Context: an optimization exercise on an open-source flow, tuned for small area, a short achievable clock period and few clock cycles per item. The choices shown serve that exercise and are no tape-out recipe.
In this exercise RTL edits were held to simulation tests only and were not proved equivalent to the original.
Power and IR drop assume default switching activity.

### design/flow/run.sh
#!/bin/bash
# synth_recipe.tcl (not shown) runs the flow's synth.tcl, then flattens the netlist and writes it again
# the make line also repeats each setting of config.mk as NAME=value (left out here)
make -C /OpenROAD-flow-scripts/flow DESIGN_CONFIG=/design/flow/config.mk WORK_HOME=/design/flow/orfs CLKGATE_MAP_FILE= SYNTH_SCRIPT=/design/flow/synth_recipe.tcl finish
### design/flow/config.mk
export PLATFORM = sky130hd
export DESIGN_NAME = mul_top
export DESIGN_NICKNAME = mul_top
export VERILOG_FILES = /design/flow/design.v
export SDC_FILE = /design/flow/constraint.sdc
export NUM_CORES = 4
export LEC_CHECK = 0
export CAP_MARGIN = 20
export CORE_MARGIN = 2
export CORE_UTILIZATION = 45
export PLACE_DENSITY = 0.6
export SETUP_SLACK_MARGIN = 5
export SLEW_MARGIN = 20
### design/flow/constraint.sdc
create_clock -name core_clock -period 8.2 [get_ports {clk_i}]
set_input_delay 1.6400 -clock core_clock [delete_from_list [all_inputs] [get_ports {clk_i}]]
set_output_delay 1.6400 -clock core_clock [all_outputs]
set_load 0.01 [all_outputs]
### design/flow/design.v
`timescale 1ns/1ps
module mul_top (
    input  logic        clk_i,
    input  logic        rst_i,
    input  logic        req_i,
    input  logic [31:0] op_a_i,
    input  logic [31:0] op_b_i,
    input  logic [2:0]  func3_i,
    output logic        ack_o,
    output logic [31:0] result_o
);
    logic              busy_q;     
    logic              fin_q;      
    logic [2:0]        cnt_q;
    logic              last_q;     
    logic [31:0]       a_q;
    logic              a32_q;      
    logic              ub_q;       
    logic              hi_q;       
    logic [31:0]       lo_q;       
    logic [46:0]       s_q;
    logic [46:0]       c_q;
    logic              cin_q;
    logic [3:0]        bone_q;     
    logic [3:0]        btwo_q;
    logic [3:0]        bneg_q;
    logic [33:0]       a_ext;
    logic [8:0]        win_cap;    
    logic [8:0]        win_nxt;    
    logic [3:0]        cone, ctwo, cneg, none, ntwo, nneg;
    logic [46:0]       s_d;
    logic [46:0]       c_d;
    logic [8:0]        low_sum;
    logic [46:0]       fsum;
    logic              ub_d;
    logic              nxt_extra;
    logic              nxt_last;
    assign a_ext = {a32_q, a32_q, a_q};
    assign ub_d      = op_b_i[31] & ((func3_i == 3'd2) | (func3_i == 3'd3));
    assign nxt_extra = (cnt_q == 3'd3);
    assign nxt_last  = ub_q ? nxt_extra : (cnt_q == 3'd2);
    assign win_cap   = {op_b_i[7:0], 1'b0};
    assign win_nxt   = {lo_q[15:8] & {8{~nxt_extra}}, lo_q[7]};
    always_comb begin
        cone[0] = win_cap[1] ^ win_cap[0];
        ctwo[0] = (win_cap[2] & ~win_cap[1] & ~win_cap[0]) | (~win_cap[2] & win_cap[1] & win_cap[0]);
        cneg[0] = win_cap[2];
        cone[1] = win_cap[3] ^ win_cap[2];
        ctwo[1] = (win_cap[4] & ~win_cap[3] & ~win_cap[2]) | (~win_cap[4] & win_cap[3] & win_cap[2]);
        cneg[1] = win_cap[4];
        cone[2] = win_cap[5] ^ win_cap[4];
        ctwo[2] = (win_cap[6] & ~win_cap[5] & ~win_cap[4]) | (~win_cap[6] & win_cap[5] & win_cap[4]);
        cneg[2] = win_cap[6];
        cone[3] = win_cap[7] ^ win_cap[6];
        ctwo[3] = (win_cap[8] & ~win_cap[7] & ~win_cap[6]) | (~win_cap[8] & win_cap[7] & win_cap[6]);
        cneg[3] = win_cap[8];
        none[0] = win_nxt[1] ^ win_nxt[0];
        ntwo[0] = (win_nxt[2] & ~win_nxt[1] & ~win_nxt[0]) | (~win_nxt[2] & win_nxt[1] & win_nxt[0]);
        nneg[0] = win_nxt[2];
        none[1] = win_nxt[3] ^ win_nxt[2];
        ntwo[1] = (win_nxt[4] & ~win_nxt[3] & ~win_nxt[2]) | (~win_nxt[4] & win_nxt[3] & win_nxt[2]);
        nneg[1] = win_nxt[4];
        none[2] = win_nxt[5] ^ win_nxt[4];
        ntwo[2] = (win_nxt[6] & ~win_nxt[5] & ~win_nxt[4]) | (~win_nxt[6] & win_nxt[5] & win_nxt[4]);
        nneg[2] = win_nxt[6];
        none[3] = win_nxt[7] ^ win_nxt[6];
        ntwo[3] = (win_nxt[8] & ~win_nxt[7] & ~win_nxt[6]) | (~win_nxt[8] & win_nxt[7] & win_nxt[6]);
        nneg[3] = win_nxt[8];
    end
    wire [33:0] pv0 = (({34{bone_q[0]}} & a_ext) | ({34{btwo_q[0]}} & {a_ext[32:0], 1'b0})) ^ {34{bneg_q[0]}};
    wire [33:0] pp0 = {~pv0[33], pv0[32:0]};
    wire [33:0] pv1 = (({34{bone_q[1]}} & a_ext) | ({34{btwo_q[1]}} & {a_ext[32:0], 1'b0})) ^ {34{bneg_q[1]}};
    wire [33:0] pp1 = {~pv1[33], pv1[32:0]};
    wire [33:0] pv2 = (({34{bone_q[2]}} & a_ext) | ({34{btwo_q[2]}} & {a_ext[32:0], 1'b0})) ^ {34{bneg_q[2]}};
    wire [33:0] pp2 = {~pv2[33], pv2[32:0]};
    wire [33:0] pv3 = (({34{bone_q[3]}} & a_ext) | ({34{btwo_q[3]}} & {a_ext[32:0], 1'b0})) ^ {34{bneg_q[3]}};
    wire [33:0] pp3 = {~pv3[33], pv3[32:0]};
    wire hs1 = s_q[14] ^ c_q[14];
    wire hc2 = s_q[14] & c_q[14];
    wire hs3 = s_q[15] ^ c_q[15];
    wire hc4 = s_q[15] & c_q[15];
    wire hs5 = s_q[16] ^ c_q[16];
    wire hc6 = s_q[16] & c_q[16];
    wire hs7 = s_q[17] ^ c_q[17];
    wire hc8 = s_q[17] & c_q[17];
    wire hs9 = s_q[18] ^ c_q[18];
    wire hc10 = s_q[18] & c_q[18];
    wire hs11 = s_q[19] ^ c_q[19];
    wire hc12 = s_q[19] & c_q[19];
    wire hs13 = s_q[20] ^ c_q[20];
    wire hc14 = s_q[20] & c_q[20];
    wire hs15 = s_q[21] ^ c_q[21];
    wire hc16 = s_q[21] & c_q[21];
    wire hs17 = s_q[22] ^ c_q[22];
    wire hc18 = s_q[22] & c_q[22];
    wire hs19 = s_q[23] ^ c_q[23];
    wire hc20 = s_q[23] & c_q[23];
    wire hs21 = s_q[24] ^ c_q[24];
    wire hc22 = s_q[24] & c_q[24];
    wire hs23 = s_q[25] ^ c_q[25];
    wire hc24 = s_q[25] & c_q[25];
    wire hs25 = s_q[26] ^ c_q[26];
    wire hc26 = s_q[26] & c_q[26];
    wire hs27 = s_q[27] ^ c_q[27];
    wire hc28 = s_q[27] & c_q[27];
    wire hs29 = s_q[28] ^ c_q[28];
    wire hc30 = s_q[28] & c_q[28];
    wire hs31 = s_q[29] ^ c_q[29];
    wire hc32 = s_q[29] & c_q[29];
    wire hs33 = s_q[30] ^ c_q[30];
    wire hc34 = s_q[30] & c_q[30];
    wire hs35 = s_q[31] ^ c_q[31];
    wire hc36 = s_q[31] & c_q[31];
    wire hs37 = s_q[32] ^ c_q[32];
    wire hc38 = s_q[32] & c_q[32];
    wire hs39 = s_q[33] ^ c_q[33];
    wire hc40 = s_q[33] & c_q[33];
    wire hs41 = s_q[34] ^ c_q[34];
    wire hc42 = s_q[34] & c_q[34];
    wire hs43 = s_q[35] ^ c_q[35];
    wire hc44 = s_q[35] & c_q[35];
    wire hs45 = s_q[36] ^ c_q[36];
    wire hc46 = s_q[36] & c_q[36];
    wire hs47 = s_q[37] ^ c_q[37];
    wire hc48 = s_q[37] & c_q[37];
    wire hs49 = s_q[38] ^ c_q[38];
    wire hc50 = s_q[38] & c_q[38];
    wire hs51 = s_q[39] ^ c_q[39];
    wire hc52 = s_q[39] & c_q[39];
    wire hs53 = s_q[40] ^ c_q[40];
    wire hc54 = s_q[40] & c_q[40];
    wire hs55 = s_q[41] ^ c_q[41];
    wire hc56 = s_q[41] & c_q[41];
    wire hs57 = s_q[10] ^ c_q[10];
    wire hc58 = s_q[10] & c_q[10];
    wire hs59 = s_q[11] ^ c_q[11];
    wire hc60 = s_q[11] & c_q[11];
    wire fs61 = s_q[12] ^ c_q[12] ^ bneg_q[2];
    wire fc62 = (s_q[12] & c_q[12]) | (s_q[12] & bneg_q[2]) | (c_q[12] & bneg_q[2]);
    wire hs63 = pp0[4] ^ pp1[2];
    wire hc64 = pp0[4] & pp1[2];
    wire fs65 = s_q[13] ^ c_q[13] ^ pp0[5];
    wire fc66 = (s_q[13] & c_q[13]) | (s_q[13] & pp0[5]) | (c_q[13] & pp0[5]);
    wire hs67 = pp1[3] ^ pp2[1];
    wire hc68 = pp1[3] & pp2[1];
    wire fs69 = bneg_q[3] ^ hs1 ^ pp0[6];
    wire fc70 = (bneg_q[3] & hs1) | (bneg_q[3] & pp0[6]) | (hs1 & pp0[6]);
    wire fs71 = pp1[4] ^ pp2[2] ^ pp3[0];
    wire fc72 = (pp1[4] & pp2[2]) | (pp1[4] & pp3[0]) | (pp2[2] & pp3[0]);
    wire fs73 = hc2 ^ hs3 ^ pp0[7];
    wire fc74 = (hc2 & hs3) | (hc2 & pp0[7]) | (hs3 & pp0[7]);
    wire fs75 = pp1[5] ^ pp2[3] ^ pp3[1];
    wire fc76 = (pp1[5] & pp2[3]) | (pp1[5] & pp3[1]) | (pp2[3] & pp3[1]);
    wire fs77 = hc4 ^ hs5 ^ pp0[8];
    wire fc78 = (hc4 & hs5) | (hc4 & pp0[8]) | (hs5 & pp0[8]);
    wire fs79 = pp1[6] ^ pp2[4] ^ pp3[2];
    wire fc80 = (pp1[6] & pp2[4]) | (pp1[6] & pp3[2]) | (pp2[4] & pp3[2]);
    wire fs81 = hc6 ^ hs7 ^ pp0[9];
    wire fc82 = (hc6 & hs7) | (hc6 & pp0[9]) | (hs7 & pp0[9]);
    wire fs83 = pp1[7] ^ pp2[5] ^ pp3[3];
    wire fc84 = (pp1[7] & pp2[5]) | (pp1[7] & pp3[3]) | (pp2[5] & pp3[3]);
    wire fs85 = hc8 ^ hs9 ^ pp0[10];
    wire fc86 = (hc8 & hs9) | (hc8 & pp0[10]) | (hs9 & pp0[10]);
    wire fs87 = pp1[8] ^ pp2[6] ^ pp3[4];
    wire fc88 = (pp1[8] & pp2[6]) | (pp1[8] & pp3[4]) | (pp2[6] & pp3[4]);
    wire fs89 = hc10 ^ hs11 ^ pp0[11];
    wire fc90 = (hc10 & hs11) | (hc10 & pp0[11]) | (hs11 & pp0[11]);
    wire fs91 = pp1[9] ^ pp2[7] ^ pp3[5];
    wire fc92 = (pp1[9] & pp2[7]) | (pp1[9] & pp3[5]) | (pp2[7] & pp3[5]);
    wire fs93 = hc12 ^ hs13 ^ pp0[12];
    wire fc94 = (hc12 & hs13) | (hc12 & pp0[12]) | (hs13 & pp0[12]);
    wire fs95 = pp1[10] ^ pp2[8] ^ pp3[6];
    wire fc96 = (pp1[10] & pp2[8]) | (pp1[10] & pp3[6]) | (pp2[8] & pp3[6]);
    wire fs97 = hc14 ^ hs15 ^ pp0[13];
    wire fc98 = (hc14 & hs15) | (hc14 & pp0[13]) | (hs15 & pp0[13]);
    wire fs99 = pp1[11] ^ pp2[9] ^ pp3[7];
    wire fc100 = (pp1[11] & pp2[9]) | (pp1[11] & pp3[7]) | (pp2[9] & pp3[7]);
    wire fs101 = hc16 ^ hs17 ^ pp0[14];
    wire fc102 = (hc16 & hs17) | (hc16 & pp0[14]) | (hs17 & pp0[14]);
    wire fs103 = pp1[12] ^ pp2[10] ^ pp3[8];
    wire fc104 = (pp1[12] & pp2[10]) | (pp1[12] & pp3[8]) | (pp2[10] & pp3[8]);
    wire fs105 = hc18 ^ hs19 ^ pp0[15];
    wire fc106 = (hc18 & hs19) | (hc18 & pp0[15]) | (hs19 & pp0[15]);
    wire fs107 = pp1[13] ^ pp2[11] ^ pp3[9];
    wire fc108 = (pp1[13] & pp2[11]) | (pp1[13] & pp3[9]) | (pp2[11] & pp3[9]);
    wire fs109 = hc20 ^ hs21 ^ pp0[16];
    wire fc110 = (hc20 & hs21) | (hc20 & pp0[16]) | (hs21 & pp0[16]);
    wire fs111 = pp1[14] ^ pp2[12] ^ pp3[10];
    wire fc112 = (pp1[14] & pp2[12]) | (pp1[14] & pp3[10]) | (pp2[12] & pp3[10]);
    wire fs113 = hc22 ^ hs23 ^ pp0[17];
    wire fc114 = (hc22 & hs23) | (hc22 & pp0[17]) | (hs23 & pp0[17]);
    wire fs115 = pp1[15] ^ pp2[13] ^ pp3[11];
    wire fc116 = (pp1[15] & pp2[13]) | (pp1[15] & pp3[11]) | (pp2[13] & pp3[11]);
    wire fs117 = hc24 ^ hs25 ^ pp0[18];
    wire fc118 = (hc24 & hs25) | (hc24 & pp0[18]) | (hs25 & pp0[18]);
    wire fs119 = pp1[16] ^ pp2[14] ^ pp3[12];
    wire fc120 = (pp1[16] & pp2[14]) | (pp1[16] & pp3[12]) | (pp2[14] & pp3[12]);
    wire fs121 = hc26 ^ hs27 ^ pp0[19];
    wire fc122 = (hc26 & hs27) | (hc26 & pp0[19]) | (hs27 & pp0[19]);
    wire fs123 = pp1[17] ^ pp2[15] ^ pp3[13];
    wire fc124 = (pp1[17] & pp2[15]) | (pp1[17] & pp3[13]) | (pp2[15] & pp3[13]);
    wire fs125 = hc28 ^ hs29 ^ pp0[20];
    wire fc126 = (hc28 & hs29) | (hc28 & pp0[20]) | (hs29 & pp0[20]);
    wire fs127 = pp1[18] ^ pp2[16] ^ pp3[14];
    wire fc128 = (pp1[18] & pp2[16]) | (pp1[18] & pp3[14]) | (pp2[16] & pp3[14]);
    wire fs129 = hc30 ^ hs31 ^ pp0[21];
    wire fc130 = (hc30 & hs31) | (hc30 & pp0[21]) | (hs31 & pp0[21]);
    wire fs131 = pp1[19] ^ pp2[17] ^ pp3[15];
    wire fc132 = (pp1[19] & pp2[17]) | (pp1[19] & pp3[15]) | (pp2[17] & pp3[15]);
    wire fs133 = hc32 ^ hs33 ^ pp0[22];
    wire fc134 = (hc32 & hs33) | (hc32 & pp0[22]) | (hs33 & pp0[22]);
    wire fs135 = pp1[20] ^ pp2[18] ^ pp3[16];
    wire fc136 = (pp1[20] & pp2[18]) | (pp1[20] & pp3[16]) | (pp2[18] & pp3[16]);
    wire fs137 = hc34 ^ hs35 ^ pp0[23];
    wire fc138 = (hc34 & hs35) | (hc34 & pp0[23]) | (hs35 & pp0[23]);
    wire fs139 = pp1[21] ^ pp2[19] ^ pp3[17];
    wire fc140 = (pp1[21] & pp2[19]) | (pp1[21] & pp3[17]) | (pp2[19] & pp3[17]);
    wire fs141 = hc36 ^ hs37 ^ pp0[24];
    wire fc142 = (hc36 & hs37) | (hc36 & pp0[24]) | (hs37 & pp0[24]);
    wire fs143 = pp1[22] ^ pp2[20] ^ pp3[18];
    wire fc144 = (pp1[22] & pp2[20]) | (pp1[22] & pp3[18]) | (pp2[20] & pp3[18]);
    wire fs145 = hc38 ^ hs39 ^ pp0[25];
    wire fc146 = (hc38 & hs39) | (hc38 & pp0[25]) | (hs39 & pp0[25]);
    wire fs147 = pp1[23] ^ pp2[21] ^ pp3[19];
    wire fc148 = (pp1[23] & pp2[21]) | (pp1[23] & pp3[19]) | (pp2[21] & pp3[19]);
    wire fs149 = hc40 ^ hs41 ^ pp0[26];
    wire fc150 = (hc40 & hs41) | (hc40 & pp0[26]) | (hs41 & pp0[26]);
    wire fs151 = pp1[24] ^ pp2[22] ^ pp3[20];
    wire fc152 = (pp1[24] & pp2[22]) | (pp1[24] & pp3[20]) | (pp2[22] & pp3[20]);
    wire fs153 = hc42 ^ hs43 ^ pp0[27];
    wire fc154 = (hc42 & hs43) | (hc42 & pp0[27]) | (hs43 & pp0[27]);
    wire fs155 = pp1[25] ^ pp2[23] ^ pp3[21];
    wire fc156 = (pp1[25] & pp2[23]) | (pp1[25] & pp3[21]) | (pp2[23] & pp3[21]);
    wire fs157 = hc44 ^ hs45 ^ pp0[28];
    wire fc158 = (hc44 & hs45) | (hc44 & pp0[28]) | (hs45 & pp0[28]);
    wire fs159 = pp1[26] ^ pp2[24] ^ pp3[22];
    wire fc160 = (pp1[26] & pp2[24]) | (pp1[26] & pp3[22]) | (pp2[24] & pp3[22]);
    wire fs161 = hc46 ^ hs47 ^ pp0[29];
    wire fc162 = (hc46 & hs47) | (hc46 & pp0[29]) | (hs47 & pp0[29]);
    wire fs163 = pp1[27] ^ pp2[25] ^ pp3[23];
    wire fc164 = (pp1[27] & pp2[25]) | (pp1[27] & pp3[23]) | (pp2[25] & pp3[23]);
    wire fs165 = hc48 ^ hs49 ^ pp0[30];
    wire fc166 = (hc48 & hs49) | (hc48 & pp0[30]) | (hs49 & pp0[30]);
    wire fs167 = pp1[28] ^ pp2[26] ^ pp3[24];
    wire fc168 = (pp1[28] & pp2[26]) | (pp1[28] & pp3[24]) | (pp2[26] & pp3[24]);
    wire fs169 = hc50 ^ hs51 ^ pp0[31];
    wire fc170 = (hc50 & hs51) | (hc50 & pp0[31]) | (hs51 & pp0[31]);
    wire fs171 = pp1[29] ^ pp2[27] ^ pp3[25];
    wire fc172 = (pp1[29] & pp2[27]) | (pp1[29] & pp3[25]) | (pp2[27] & pp3[25]);
    wire fs173 = hc52 ^ hs53 ^ pp0[32];
    wire fc174 = (hc52 & hs53) | (hc52 & pp0[32]) | (hs53 & pp0[32]);
    wire fs175 = pp1[30] ^ pp2[28] ^ pp3[26];
    wire fc176 = (pp1[30] & pp2[28]) | (pp1[30] & pp3[26]) | (pp2[28] & pp3[26]);
    wire fs177 = hc54 ^ hs55 ^ pp0[33];
    wire fc178 = (hc54 & hs55) | (hc54 & pp0[33]) | (hs55 & pp0[33]);
    wire fs179 = pp1[31] ^ pp2[29] ^ pp3[27];
    wire fc180 = (pp1[31] & pp2[29]) | (pp1[31] & pp3[27]) | (pp2[29] & pp3[27]);
    wire fs181 = s_q[42] ^ c_q[42] ^ hc56;
    wire fc182 = (s_q[42] & c_q[42]) | (s_q[42] & hc56) | (c_q[42] & hc56);
    wire fs183 = pp1[32] ^ pp2[30] ^ pp3[28];
    wire fc184 = (pp1[32] & pp2[30]) | (pp1[32] & pp3[28]) | (pp2[30] & pp3[28]);
    wire fs185 = s_q[43] ^ c_q[43] ^ pp1[33];
    wire fc186 = (s_q[43] & c_q[43]) | (s_q[43] & pp1[33]) | (c_q[43] & pp1[33]);
    wire hs187 = pp2[31] ^ pp3[29];
    wire hc188 = pp2[31] & pp3[29];
    wire fs189 = s_q[44] ^ c_q[44] ^ pp2[32];
    wire fc190 = (s_q[44] & c_q[44]) | (s_q[44] & pp2[32]) | (c_q[44] & pp2[32]);
    wire hs191 = s_q[45] ^ c_q[45];
    wire hc192 = s_q[45] & c_q[45];
    wire hs193 = s_q[8] ^ c_q[8];
    wire hc194 = s_q[8] & c_q[8];
    wire hs195 = s_q[9] ^ c_q[9];
    wire hc196 = s_q[9] & c_q[9];
    wire fs197 = bneg_q[1] ^ hs57 ^ pp0[2];
    wire fc198 = (bneg_q[1] & hs57) | (bneg_q[1] & pp0[2]) | (hs57 & pp0[2]);
    wire fs199 = hc58 ^ hs59 ^ pp0[3];
    wire fc200 = (hc58 & hs59) | (hc58 & pp0[3]) | (hs59 & pp0[3]);
    wire fs201 = hc60 ^ pp2[0] ^ fs61;
    wire fc202 = (hc60 & pp2[0]) | (hc60 & fs61) | (pp2[0] & fs61);
    wire fs203 = fc62 ^ hc64 ^ hs67;
    wire fc204 = (fc62 & hc64) | (fc62 & hs67) | (hc64 & hs67);
    wire fs205 = hc68 ^ fc66 ^ fs69;
    wire fc206 = (hc68 & fc66) | (hc68 & fs69) | (fc66 & fs69);
    wire fs207 = fc70 ^ fc72 ^ fs73;
    wire fc208 = (fc70 & fc72) | (fc70 & fs73) | (fc72 & fs73);
    wire fs209 = fc74 ^ fc76 ^ fs77;
    wire fc210 = (fc74 & fc76) | (fc74 & fs77) | (fc76 & fs77);
    wire fs211 = fc78 ^ fc80 ^ fs81;
    wire fc212 = (fc78 & fc80) | (fc78 & fs81) | (fc80 & fs81);
    wire fs213 = fc82 ^ fc84 ^ fs85;
    wire fc214 = (fc82 & fc84) | (fc82 & fs85) | (fc84 & fs85);
    wire fs215 = fc86 ^ fc88 ^ fs89;
    wire fc216 = (fc86 & fc88) | (fc86 & fs89) | (fc88 & fs89);
    wire fs217 = fc90 ^ fc92 ^ fs93;
    wire fc218 = (fc90 & fc92) | (fc90 & fs93) | (fc92 & fs93);
    wire fs219 = fc94 ^ fc96 ^ fs97;
    wire fc220 = (fc94 & fc96) | (fc94 & fs97) | (fc96 & fs97);
    wire fs221 = fc98 ^ fc100 ^ fs101;
    wire fc222 = (fc98 & fc100) | (fc98 & fs101) | (fc100 & fs101);
    wire fs223 = fc102 ^ fc104 ^ fs105;
    wire fc224 = (fc102 & fc104) | (fc102 & fs105) | (fc104 & fs105);
    wire fs225 = fc106 ^ fc108 ^ fs109;
    wire fc226 = (fc106 & fc108) | (fc106 & fs109) | (fc108 & fs109);
    wire fs227 = fc110 ^ fc112 ^ fs113;
    wire fc228 = (fc110 & fc112) | (fc110 & fs113) | (fc112 & fs113);
    wire fs229 = fc114 ^ fc116 ^ fs117;
    wire fc230 = (fc114 & fc116) | (fc114 & fs117) | (fc116 & fs117);
    wire fs231 = fc118 ^ fc120 ^ fs121;
    wire fc232 = (fc118 & fc120) | (fc118 & fs121) | (fc120 & fs121);
    wire fs233 = fc122 ^ fc124 ^ fs125;
    wire fc234 = (fc122 & fc124) | (fc122 & fs125) | (fc124 & fs125);
    wire fs235 = fc126 ^ fc128 ^ fs129;
    wire fc236 = (fc126 & fc128) | (fc126 & fs129) | (fc128 & fs129);
    wire fs237 = fc130 ^ fc132 ^ fs133;
    wire fc238 = (fc130 & fc132) | (fc130 & fs133) | (fc132 & fs133);
    wire fs239 = fc134 ^ fc136 ^ fs137;
    wire fc240 = (fc134 & fc136) | (fc134 & fs137) | (fc136 & fs137);
    wire fs241 = fc138 ^ fc140 ^ fs141;
    wire fc242 = (fc138 & fc140) | (fc138 & fs141) | (fc140 & fs141);
    wire fs243 = fc142 ^ fc144 ^ fs145;
    wire fc244 = (fc142 & fc144) | (fc142 & fs145) | (fc144 & fs145);
    wire fs245 = fc146 ^ fc148 ^ fs149;
    wire fc246 = (fc146 & fc148) | (fc146 & fs149) | (fc148 & fs149);
    wire fs247 = fc150 ^ fc152 ^ fs153;
    wire fc248 = (fc150 & fc152) | (fc150 & fs153) | (fc152 & fs153);
    wire fs249 = fc154 ^ fc156 ^ fs157;
    wire fc250 = (fc154 & fc156) | (fc154 & fs157) | (fc156 & fs157);
    wire fs251 = fc158 ^ fc160 ^ fs161;
    wire fc252 = (fc158 & fc160) | (fc158 & fs161) | (fc160 & fs161);
    wire fs253 = fc162 ^ fc164 ^ fs165;
    wire fc254 = (fc162 & fc164) | (fc162 & fs165) | (fc164 & fs165);
    wire fs255 = fc166 ^ fc168 ^ fs169;
    wire fc256 = (fc166 & fc168) | (fc166 & fs169) | (fc168 & fs169);
    wire fs257 = fc170 ^ fc172 ^ fs173;
    wire fc258 = (fc170 & fc172) | (fc170 & fs173) | (fc172 & fs173);
    wire fs259 = fc174 ^ fc176 ^ fs177;
    wire fc260 = (fc174 & fc176) | (fc174 & fs177) | (fc176 & fs177);
    wire fs261 = fc178 ^ fc180 ^ fs181;
    wire fc262 = (fc178 & fc180) | (fc178 & fs181) | (fc180 & fs181);
    wire fs263 = hs187 ^ fc182 ^ fc184;
    wire fc264 = (hs187 & fc182) | (hs187 & fc184) | (fc182 & fc184);
    wire fs265 = pp3[30] ^ hc188 ^ fc186;
    wire fc266 = (pp3[30] & hc188) | (pp3[30] & fc186) | (hc188 & fc186);
    wire fs267 = hs191 ^ pp2[33] ^ pp3[31];
    wire fc268 = (hs191 & pp2[33]) | (hs191 & pp3[31]) | (pp2[33] & pp3[31]);
    wire fs269 = s_q[46] ^ c_q[46] ^ hc192;
    wire fc270 = (s_q[46] & c_q[46]) | (s_q[46] & hc192) | (c_q[46] & hc192);
    wire hs271 = bneg_q[0] ^ hs193;
    wire hc272 = bneg_q[0] & hs193;
    wire fs273 = hc194 ^ hs195 ^ pp0[1];
    wire fc274 = (hc194 & hs195) | (hc194 & pp0[1]) | (hs195 & pp0[1]);
    wire fs275 = hc196 ^ pp1[0] ^ fs197;
    wire fc276 = (hc196 & pp1[0]) | (hc196 & fs197) | (pp1[0] & fs197);
    wire fs277 = pp1[1] ^ fc198 ^ fs199;
    wire fc278 = (pp1[1] & fc198) | (pp1[1] & fs199) | (fc198 & fs199);
    wire fs279 = hs63 ^ fc200 ^ fs201;
    wire fc280 = (hs63 & fc200) | (hs63 & fs201) | (fc200 & fs201);
    wire fs281 = fs65 ^ fc202 ^ fs203;
    wire fc282 = (fs65 & fc202) | (fs65 & fs203) | (fc202 & fs203);
    wire fs283 = fs71 ^ fc204 ^ fs205;
    wire fc284 = (fs71 & fc204) | (fs71 & fs205) | (fc204 & fs205);
    wire fs285 = fs75 ^ fc206 ^ fs207;
    wire fc286 = (fs75 & fc206) | (fs75 & fs207) | (fc206 & fs207);
    wire fs287 = fs79 ^ fc208 ^ fs209;
    wire fc288 = (fs79 & fc208) | (fs79 & fs209) | (fc208 & fs209);
    wire fs289 = fs83 ^ fc210 ^ fs211;
    wire fc290 = (fs83 & fc210) | (fs83 & fs211) | (fc210 & fs211);
    wire fs291 = fs87 ^ fc212 ^ fs213;
    wire fc292 = (fs87 & fc212) | (fs87 & fs213) | (fc212 & fs213);
    wire fs293 = fs91 ^ fc214 ^ fs215;
    wire fc294 = (fs91 & fc214) | (fs91 & fs215) | (fc214 & fs215);
    wire fs295 = fs95 ^ fc216 ^ fs217;
    wire fc296 = (fs95 & fc216) | (fs95 & fs217) | (fc216 & fs217);
    wire fs297 = fs99 ^ fc218 ^ fs219;
    wire fc298 = (fs99 & fc218) | (fs99 & fs219) | (fc218 & fs219);
    wire fs299 = fs103 ^ fc220 ^ fs221;
    wire fc300 = (fs103 & fc220) | (fs103 & fs221) | (fc220 & fs221);
    wire fs301 = fs107 ^ fc222 ^ fs223;
    wire fc302 = (fs107 & fc222) | (fs107 & fs223) | (fc222 & fs223);
    wire fs303 = fs111 ^ fc224 ^ fs225;
    wire fc304 = (fs111 & fc224) | (fs111 & fs225) | (fc224 & fs225);
    wire fs305 = fs115 ^ fc226 ^ fs227;
    wire fc306 = (fs115 & fc226) | (fs115 & fs227) | (fc226 & fs227);
    wire fs307 = fs119 ^ fc228 ^ fs229;
    wire fc308 = (fs119 & fc228) | (fs119 & fs229) | (fc228 & fs229);
    wire fs309 = fs123 ^ fc230 ^ fs231;
    wire fc310 = (fs123 & fc230) | (fs123 & fs231) | (fc230 & fs231);
    wire fs311 = fs127 ^ fc232 ^ fs233;
    wire fc312 = (fs127 & fc232) | (fs127 & fs233) | (fc232 & fs233);
    wire fs313 = fs131 ^ fc234 ^ fs235;
    wire fc314 = (fs131 & fc234) | (fs131 & fs235) | (fc234 & fs235);
    wire fs315 = fs135 ^ fc236 ^ fs237;
    wire fc316 = (fs135 & fc236) | (fs135 & fs237) | (fc236 & fs237);
    wire fs317 = fs139 ^ fc238 ^ fs239;
    wire fc318 = (fs139 & fc238) | (fs139 & fs239) | (fc238 & fs239);
    wire fs319 = fs143 ^ fc240 ^ fs241;
    wire fc320 = (fs143 & fc240) | (fs143 & fs241) | (fc240 & fs241);
    wire fs321 = fs147 ^ fc242 ^ fs243;
    wire fc322 = (fs147 & fc242) | (fs147 & fs243) | (fc242 & fs243);
    wire fs323 = fs151 ^ fc244 ^ fs245;
    wire fc324 = (fs151 & fc244) | (fs151 & fs245) | (fc244 & fs245);
    wire fs325 = fs155 ^ fc246 ^ fs247;
    wire fc326 = (fs155 & fc246) | (fs155 & fs247) | (fc246 & fs247);
    wire fs327 = fs159 ^ fc248 ^ fs249;
    wire fc328 = (fs159 & fc248) | (fs159 & fs249) | (fc248 & fs249);
    wire fs329 = fs163 ^ fc250 ^ fs251;
    wire fc330 = (fs163 & fc250) | (fs163 & fs251) | (fc250 & fs251);
    wire fs331 = fs167 ^ fc252 ^ fs253;
    wire fc332 = (fs167 & fc252) | (fs167 & fs253) | (fc252 & fs253);
    wire fs333 = fs171 ^ fc254 ^ fs255;
    wire fc334 = (fs171 & fc254) | (fs171 & fs255) | (fc254 & fs255);
    wire fs335 = fs175 ^ fc256 ^ fs257;
    wire fc336 = (fs175 & fc256) | (fs175 & fs257) | (fc256 & fs257);
    wire fs337 = fs179 ^ fc258 ^ fs259;
    wire fc338 = (fs179 & fc258) | (fs179 & fs259) | (fc258 & fs259);
    wire fs339 = fs183 ^ fc260 ^ fs261;
    wire fc340 = (fs183 & fc260) | (fs183 & fs261) | (fc260 & fs261);
    wire fs341 = fs185 ^ fc262 ^ fs263;
    wire fc342 = (fs185 & fc262) | (fs185 & fs263) | (fc262 & fs263);
    wire fs343 = fs189 ^ fc264 ^ fs265;
    wire fc344 = (fs189 & fc264) | (fs189 & fs265) | (fc264 & fs265);
    wire fs345 = fs267 ^ fc190 ^ fc266;
    wire fc346 = (fs267 & fc190) | (fs267 & fc266) | (fc190 & fc266);
    wire fs347 = pp3[32] ^ fc268 ^ fs269;
    wire fc348 = (pp3[32] & fc268) | (pp3[32] & fs269) | (fc268 & fs269);
    wire hs349 = pp3[33] ^ fc270;
    wire hc350 = pp3[33] & fc270;
    assign s_d = {1'b1, 1'b0, 1'b1, 1'b0, 1'b1, 1'b0, hc350, fc348, fc346, fc344, fc342, fc340, fc338, fc336, fc334, fc332, fc330, fc328, fc326, fc324, fc322, fc320, fc318, fc316, fc314, fc312, fc310, fc308, fc306, fc304, fc302, fc300, fc298, fc296, fc294, fc292, fc290, fc288, fc286, fc284, fc282, fc280, fc278, fc276, fc274, hc272, hs271};
    assign c_d = {1'b0, 1'b0, 1'b0, 1'b0, 1'b0, 1'b0, 1'b1, hs349, fs347, fs345, fs343, fs341, fs339, fs337, fs335, fs333, fs331, fs329, fs327, fs325, fs323, fs321, fs319, fs317, fs315, fs313, fs311, fs309, fs307, fs305, fs303, fs301, fs299, fs297, fs295, fs293, fs291, fs289, fs287, fs285, fs283, fs281, fs279, fs277, fs275, fs273, pp0[0]};
    wire [9:0] low_x = {1'b0, s_q[7:0], 1'b1} + {1'b0, c_q[7:0], cin_q};
    assign low_sum = low_x[9:1];
    wire [47:0] fsum_x = {s_q, 1'b1} + {c_q, cin_q};
    assign fsum = fsum_x[47:1];
    always_ff @(posedge clk_i) begin
        if (rst_i) begin
            busy_q <= 1'b0;
            fin_q  <= 1'b0;
            ack_o  <= 1'b0;
        end else begin
            if (!busy_q && !fin_q && !ack_o && req_i) begin
                busy_q <= 1'b1;
            end
            if (busy_q && last_q) begin
                busy_q <= 1'b0;
                fin_q  <= 1'b1;
            end
            if (fin_q) begin
                fin_q <= 1'b0;
                ack_o <= 1'b1;
            end
            if (ack_o && !req_i) begin
                ack_o <= 1'b0;
            end
        end
    end
    always_ff @(posedge clk_i) begin
        if (!busy_q && !fin_q && !ack_o) begin
            cnt_q   <= '0;
            last_q  <= 1'b0;
            a_q     <= op_a_i;
            a32_q   <= op_a_i[31] & (func3_i != 3'd3);
            ub_q    <= ub_d;
            hi_q    <= (func3_i == 3'd1) | (func3_i == 3'd2) | (func3_i == 3'd3);
            lo_q    <= op_b_i;
            s_q     <= 47'h560000000000;
            c_q     <= '0;
            cin_q   <= 1'b0;
            bone_q  <= cone;
            btwo_q  <= ctwo;
            bneg_q  <= cneg;
        end else if (busy_q) begin
            cnt_q   <= cnt_q + 1'b1;
            last_q  <= nxt_last;
            lo_q    <= {low_sum[7:0], lo_q[31:8]};
            s_q     <= s_d;
            c_q     <= c_d;
            cin_q   <= low_sum[8];
            bone_q  <= none;
            btwo_q  <= ntwo;
            bneg_q  <= nneg;
        end else if (fin_q) begin
            if (!hi_q)
                lo_q <= {fsum[7:0], lo_q[31:8]};
            else if (ub_q)
                lo_q <= fsum[31:0];
            else
                lo_q <= fsum[39:8];
        end
    end
    assign result_o = lo_q;
endmodule
==> results of run 1 <==
[registers in the layout, indices dropped and copies added (netlist names), 3 cells and up]
register  flops
btwo_q        4
s_q          40
lo_q         32
bone_q        4
a_q          32
cnt_q         3
c_q          41
bneg_q        4
[cell type report]
class	instances	area [µm²]	share of cell area, %
timing repair buffer	126	1212	7.285
sequential	169	4175	25.09
tap	442	553.0	3.323
multi-input combinational	1033	9373	56.31
clock buffer	18	439.2	2.639
inverter	205	769.5	4.623
clock inverter	14	121.4	0.7292
[path summary, 6_finish.rpt]
check / startpoint / end / slack, ps / cells past startpoint
max: lo_q[12] / result_o[12] / 5080 / 1
min: last_q / fin_q / 460 / 2
max reg2reg: s_q[5] / lo_q[4] / 5090 / 8
min reg2reg: last_q / fin_q / 460 / 2
[per-layer routing]
layer,GRT usage [%],vias to the layer above
met4,9.048,0
met5,0,-
met3,4.168,68
li1,-,5254
met2,43.97,290
met1,31.05,5689
[placed cells by master, fill, tap and decap left out, types with 17 or more instances in the layout]
cell,instances
a22oi_1,134
dfxtp_1,89
nor2_1,48
xnor2_1,139
nand2_1,98
o21ai_0,82
inv_1,203
clkdlybuf4s50_1,102
buf_4,21
clkbuf_16,17
a21oi_1,47
ha_1,54
a22o_1,52
edfxtp_1,79
fa_1,153
xor2_1,34
[per-stage QoR]
step,util [%],cell area [µm²],setup slack [ps],power (µW),std cells
final,51.28,16640,5082,5411,2007
after CTS,51.07,16570,5005,5452,2004
after global routing,51.28,16640,4937,5963,2007
after detailed placement,49.31,16000,4950,4640,1971
after floorplan,-,14800,5110,3567,1529
after global placement,49.31,16000,5013,4572,1971
[Yosys cell counts (2+ instances only)]
cell | n | area [µm²]
a211oi_1 | 11 | 82.58
a21o_1 | 8 | 60.06
a21oi_1 | 47 | 235.2
a22o_1 | 52 | 455.4
a22oi_1 | 135 | 1013
a311o_1 | 3 | 30.03
a311oi_1 | 2 | 17.52
a31o_2 | 8 | 70.07
a31oi_1 | 16 | 100.1
and2_1 | 4 | 25.02
and3_1 | 16 | 100.1
buf_1 | 6 | 22.52
buf_4 | 3 | 22.52
buf_6 | 3 | 33.78
clkbuf_1 | 79 | 296.5
clkbuf_2 | 30 | 150.1
clkinv_1 | 2 | 7.510
dfxtp_1 | 90 | 1802
edfxtp_1 | 79 | 2372
fa_1 | 153 | 3063
ha_1 | 54 | 675.7
inv_1 | 203 | 762.0
mux2_2 | 2 | 22.52
mux2i_1 | 10 | 100.1
nand2_1 | 99 | 371.6
nand2b_1 | 4 | 25.02
nand3_1 | 14 | 70.07
nand4_1 | 5 | 31.28
nor2_1 | 49 | 183.9
nor2b_1 | 4 | 25.02
nor3_1 | 6 | 30.03
o211ai_1 | 7 | 52.55
o21a_1 | 8 | 60.06
o21ai_0 | 83 | 415.4
o21bai_1 | 6 | 45.04
o221ai_1 | 6 | 52.55
o22ai_1 | 13 | 81.33
o2bb2ai_1 | 2 | 17.52
o31ai_1 | 4 | 30.03
or3_1 | 4 | 25.02
or4_1 | 2 | 15.01
xnor2_1 | 139 | 1217
xor2_1 | 34 | 297.8
[power groups by stage]
| stage | Sequential (µW) | Clock (µW) | Combinational [µW] |
|---|---|---|---|
| after detailed placement | 1260 | 0 | 3380 |
| after CTS | 1250 | 817 | 3390 |
| after global placement | 1260 | 0 | 3320 |
| after global routing | 1270 | 854 | 3840 |
| final | 1240 | 804 | 3370 |
| after floorplan | 1210 | 0 | 2360 |
[cells by family (layout without fill, tap and decap cells)]
| logic type | count (synthesis) | in the layout | share of synthesized area [%] |
|---|---|---|---|
| AO/OA/AOI/OAI | 427 | 427 | 20.22 |
| buffers and inverters | 327 | 363 | 8.785 |
| AND/OR/NAND/NOR | 214 | 214 | 6.460 |
| adder cells (fa/ha/maj) | 207 | 207 | 25.26 |
| XOR/XNOR | 173 | 173 | 10.24 |
| flip-flops | 169 | 169 | 28.21 |
| multiplexers | 12 | 12 | 0.8286 |
[repair_timing]
action / in CTS / in global routing
buffers inserted: 1 / 3
pin swaps: 0 / 0
cloned: 0 / 0
endpoints found under the setup margin: 3 / 20
gates resized for setup: 2 / 9
==> impl_results.md, run 1 <==
* Synth Warn # at 1
* CP arrival at 1480 ps
* Flop pwr share at a little under a quarter
* Primary FF master, synth: dfxtp_1
* Gpl congestion at 0.8796
* Die Y-Extent at between 150 and 200 µm
* CP delay by family, top: buffers and inverters
* Sw Share at 46.20%
* Post-synthesis net count at between 1,500 and 2,000
* Largest net degree at the start of global routing at 79
* Worst endpoint required time at 6560 ps
* Worst-skew pair later-pin latency at around 460 ps
* Antenna cell count at 0
* Core area at between 30,000 and 40,000 µm²
* Bufs on Longest Clock Path at 2
* CTS H-Tree Depth at 4
* Switching power at 2500 µW
* IO Pins at between 100 and 150
* Max cap viols at 0
* Area Overhead vs Synth at 12.47%
* Skew final at about 17 ps
* Via count at 11,301
* Met2 wire length at 21,280 µm
* Yosys reg bits at between 150 and 200
* Fillers at about 3,000
* DR WL met3 at 1815 µm
* Crit Path Class: register to output pin
* Pwr dens at 325.1 nW/µm²
* Layout cells sized above 1 at 5.367%
* Clock root cell: clkbuf_16
* Setup TNS at 0 ps
* RSZ-0062 raised after global routing: yes
* Leak at ~0.0067 µW
* Initial drt markers at 788
* Pint at 2911 µW
* Combinational power share at 62.2%
* Outcome: no timing/DRC/antenna violations
* Worst Setup End Kind: output pin
* Starting Density at 45.60%
* Cell variety after synth at 67
* Hold slack at 462.2 ps
* Crit-path max FO at 5
* Min-Delay Path Class: register to register
* Met1 wire length at 16,890 µm
* TritonRoute pass-1 iters at 5
* EDFF count, synth at 79
* Post-synthesis instance area at ~15,000 µm²
* GR Util All Layers at roughly 25%
* Port Buffers at 102
* Slew at the pin closest to its max-slew limit at ~1000 ps
* Number of hold violations in the final report at 0
* CP max-delay cell: clkdlybuf4s50_1
* FFs w/ async S/R, synth at 0%
* Gr ovfl total at 0
* Total CTS buffers at 17
* Final setup violation count at 0
* Crit path buf inv count at 1
* Slew headroom at 34.96%
* Final WL at 41,100 µm
* Max incr delay on CP at between 500 and 600 ps
* Max-slew violation count at 0
* Post-synthesis cell count at 1,529
* Peak supply drop at ~0.00018 V
* Final Net Count at 1,829
* Antenna Violating Nets Remaining at 0
* CTS Hold Buffers Added at 0
* Vias per inst at around 5.6
* Post-synthesis sequential area ratio at 28.21%
* Global-route wire length before repair at 65,070 µm
* Die area at 34,350 µm²
* Clock power frac at between 10% and 20%
* CTS clk-pin slew, worst paths at 70 ps
* Worst setup SP type: register
* CP cell instances: clkdlybuf4s50_1
* CTS tree: done
* Vias in the first global route at 11,573
* Die Width at 185.3 µm
* Sinks on Clock Net at 169
* Initial antenna violation count at 1
* Top Layer Used: met4
* Fmax at 320.8 MHz
* DP HPWL at between 30,000 and 40,000 µm
* Crit path time final at 3118 ps
* Cell Rows at 66
* DRC Markers at 0
* Fin crit share at roughly two fifths
* Syn_area_per_cell at just under 10 µm²
* Wire per inst at 20.48 µm
Testbench counts, summed over its fixed seeds: cycles 34,455, items 4,800.
==> inputs of run 2 (changes only) <==
--- a/design/flow/config.mk
+++ b/design/flow/config.mk
@@ -11,3 +11,2 @@
 export PLACE_DENSITY = 0.6
-export SETUP_SLACK_MARGIN = 5
 export SLEW_MARGIN = 20
==> impl_results.md, run 2 <==
* Cell variety after synth at 67
* Crit path time final at between 3000 and 4000 ps
* Final WL at between 40,000 and 50,000 µm
* Worst Setup End Kind: register
* Pre-CTS WS at 4579 ps
* Layout cells sized above 1 at 4.738%
* Regs by FF count: c_q (41), s_q (40)
* Syn_area_per_cell at 9.678 µm²
* Initial antenna violation count at 0
* CP arrival at 3660 ps
* Starting Density at 45.60%
* Cell with the most instances after synthesis: inv_1
* CTS Hold Buffers Added at 0
* Die Y-Extent at between 150 and 200 µm
* Vias in the first global route at 11,973
* Cell Rows at 66
* Worst setup SP type: register
* RSZ-0062 raised after global routing: no
* Yosys reg bits at roughly 170
* Initial drt markers at 922
* Commonest non-fill, non-tap cells in the layout: inv_1 (203), fa_1 (153), xnor2_1 (139), a22oi_1 (135), clkdlybuf4s50_1 (102)
* Flop pwr share at roughly a quarter
* Leak at 0.006664 µW
* Max FFs per register at 41
* Gr ovfl total at 0
* Leading cell types by count after synthesis: inv_1 (203), fa_1 (153), xnor2_1 (139)
* Core area at 32,450 µm²
* Worst endpoint required time at 8500 ps
* Fmax at 297.6 MHz
* Sw Share at 45.32%
* Hold Path Origin: last_q
* Wire per inst at between 20 and 25 µm
* Largest Register: c_q
* Outcome: no timing/DRC/antenna violations
* Commonest non-fill, non-tap cell in the layout: inv_1
* GR Util All Layers at 25.58%
* Slew headroom at 42.46%
* IO Pins at 103
* Area Overhead vs Synth at 12.29%
* Max cap viols at 0
* DRC Markers at 0
* CTS H-Tree Depth at 4
* Total CTS buffers at 17
* Primary FF master, synth: dfxtp_1
* Synth Warn # at 1
* R2R setup slack at 4840 ps
* Port Buffers at 102
* Via count at 11,356
* Clock root cell: clkbuf_16
* Combinational power share at 60.8%
* Largest net degree at the start of global routing at 75
* Post-synthesis net count at 1,806
* Non-Filler Instances at around 2,000
* Reg-to-reg endpoint: lo_q[31]
* FFs w/ async S/R, synth at 0%
* Slew at the pin closest to its max-slew limit at 863.2 ps
* Hold path depth at 2
* Fillers at just under 3,000
* Post-synthesis cell count at 1,529
* Dominant cell type by area after synthesis: fa_1
* Sinks on Clock Net at 169
* CTS tree: done
* Worst-skew pair later-pin latency at 450 ps
* Final Net Count at 1,826
* Vias per inst at ~5.7
* CTS clk-pin slew, worst paths at ~80 ps
* Final setup violation count at 0
* Register-to-Register Path Depth at 9
* Global-route wire length before repair at 66,850 µm
* Bufs on Longest Clock Path at 2
* Area contributors post-synth: fa_1 (21%), edfxtp_1 (16%), dfxtp_1 (12%)
* Reg2reg start: c_q[8]
* Fin crit share at 40.98%
* Post-CTS setup buffer count at 0
* DP HPWL at slightly above 30,000 µm
* Pint at roughly 2900 µW
* EDFF count, synth at between 70 and 80
* Skew final at 16.60 ps
* Switching power at 2410 µW
* Antenna Violating Nets Remaining at 0
* Yosys top cell area share at 20.70%
* Peak supply drop at 0.0001827 V
* Setup TNS at 0 ps
* Post-synthesis sequential area ratio at between 20% and 30%
* Inst Count DP at roughly 2,000
* Max-slew violation count at 0
* Crit Path Class: register to register
* Number of hold violations in the final report at 0
* Crit-path max FO at 7
* Die area at 34,350 µm²
* Gpl congestion at between 0.8 and 0.9
* Pwr dens at between 300 and 400 nW/µm²
* Final worst slack at 4840 ps
* Clock power frac at 15.4%
* Post-synthesis instance area at ~15,000 µm²
* Die Width at 185.3 µm
* End of the worst hold path: fin_q
* CTS resizes at 0
* Min-Delay Path Class: register to register
* TritonRoute pass-1 iters at 6
==> run 2: stage by stage <==
step | area [µm²] | utilization [%] | hold WS (ps) | total power [µW]
6_report | 16620 | 51.20 | 459.5 | 5317
3_3_place_gp | 15990 | 49.26 | 442.3 | 4444
3_5_place_dp | 16000 | 49.31 | 448.0 | 4517
4_1_cts | 16580 | 51.10 | 457.4 | 5352
2_1_floorplan | 14800 | - | 429.1 | 3567
5_1_grt | 16610 | 51.20 | 482.7 | 5881
==> run 2: area by class of cell <==
cell class / instances / area [µm²] / area share [%]
clock buffers: 24 / 525.5 / 3.162
clock inverters: 8 / 56.30 / 0.3388
diodes: 1 / 2.502 / 0.01506
repair buffers: 123 / 1201 / 7.228
well taps: 442 / 553.0 / 3.328
multi-input cells: 1033 / 9334 / 56.17
flip-flops and latches: 169 / 4175 / 25.13
inverters: 205 / 769.5 / 4.631
==> run 2: power groups by stage <==
| stage | clock (µW) | combinational [µW] | sequential (µW) |
|---|---|---|---|
| 2_1_floorplan | 0 | 2360 | 1210 |
| 3_3_place_gp | 0 | 3160 | 1290 |
| 3_5_place_dp | 0 | 3230 | 1280 |
| 4_1_cts | 832 | 3250 | 1270 |
| 5_1_grt | 863 | 3730 | 1290 |
| 6_report | 820 | 3230 | 1260 |
==> run 2: how the worst max path moves through the flow <==
stage                          end  startpoint  cells after the start
after floorplan             c_q[7]   bneg_q[0]                      9
after global placement     c_q[10]   btwo_q[0]                      8
after detailed placement    c_q[7]   btwo_q[0]                      8
after CTS                   c_q[7]   btwo_q[0]                      8
after global routing      lo_q[31]      s_q[8]                      9
final                     lo_q[31]      c_q[8]                      9
==> run 2: kinds of logic (layout without fill, tap and decap cells) <==
logic type | after synthesis | after routing | share of synthesized area [%]
flops | 169 | 169 | 28.21
fa+ha+maj | 207 | 207 | 25.26
mux | 12 | 12 | 0.8286
other cells | 0 | 1 | 0
compound gates | 427 | 427 | 20.22
simple gates | 214 | 214 | 6.460
xor+xnor | 173 | 173 | 10.24
buf+inv | 327 | 360 | 8.785
==> run 2: critical path: stages (launching register included) <==
cell     delay (ps)
dfxtp_1         320
ha_1            490
nand4_1         260
or2_0           280
or3_1           330
o21ai_2         290
a41o_1          460
a31oi_4         150
or4_1           480
a31oi_1         140
==> run 2: layer usage <==
layer  track usage [%]  routed length (µm)  up-vias
li1                  -                   -     5248
met1             31.24               17030     5721
met2             44.91               21620      308
met3             4.463                1997       79
met4             9.778                1223        0
met5                 0                   0        -

## separate check: timing with driven ports
In the flow no input, the clock included, has a driving cell. The finished layouts below were timed again as built, in two steps.
Step 1, drivers: a clkbuf_16 drives clk_i and a buf_2 each remaining input, both assumed.
Step 2 times the ports against the registers' clock, not the clock port: input delays grow and output delays shrink by t, the midpoint of the rising clock arrivals with the driver on.
a / b / c = ideal ports / drivers / drivers and shift; a / b = the first two.
run	t (ns)	slack for setup (ns)	hold slack, ns	worst setup path after step 2
run 1	0.500	5.082 / 5.029 / 5.095	0.462 / 0.462 / 0.462	register to register
run 2	0.498	4.840 / 4.840 / 4.840	0.460 / 0.460 / 0.460	register to register
After both steps every run listed still meets setup and hold.
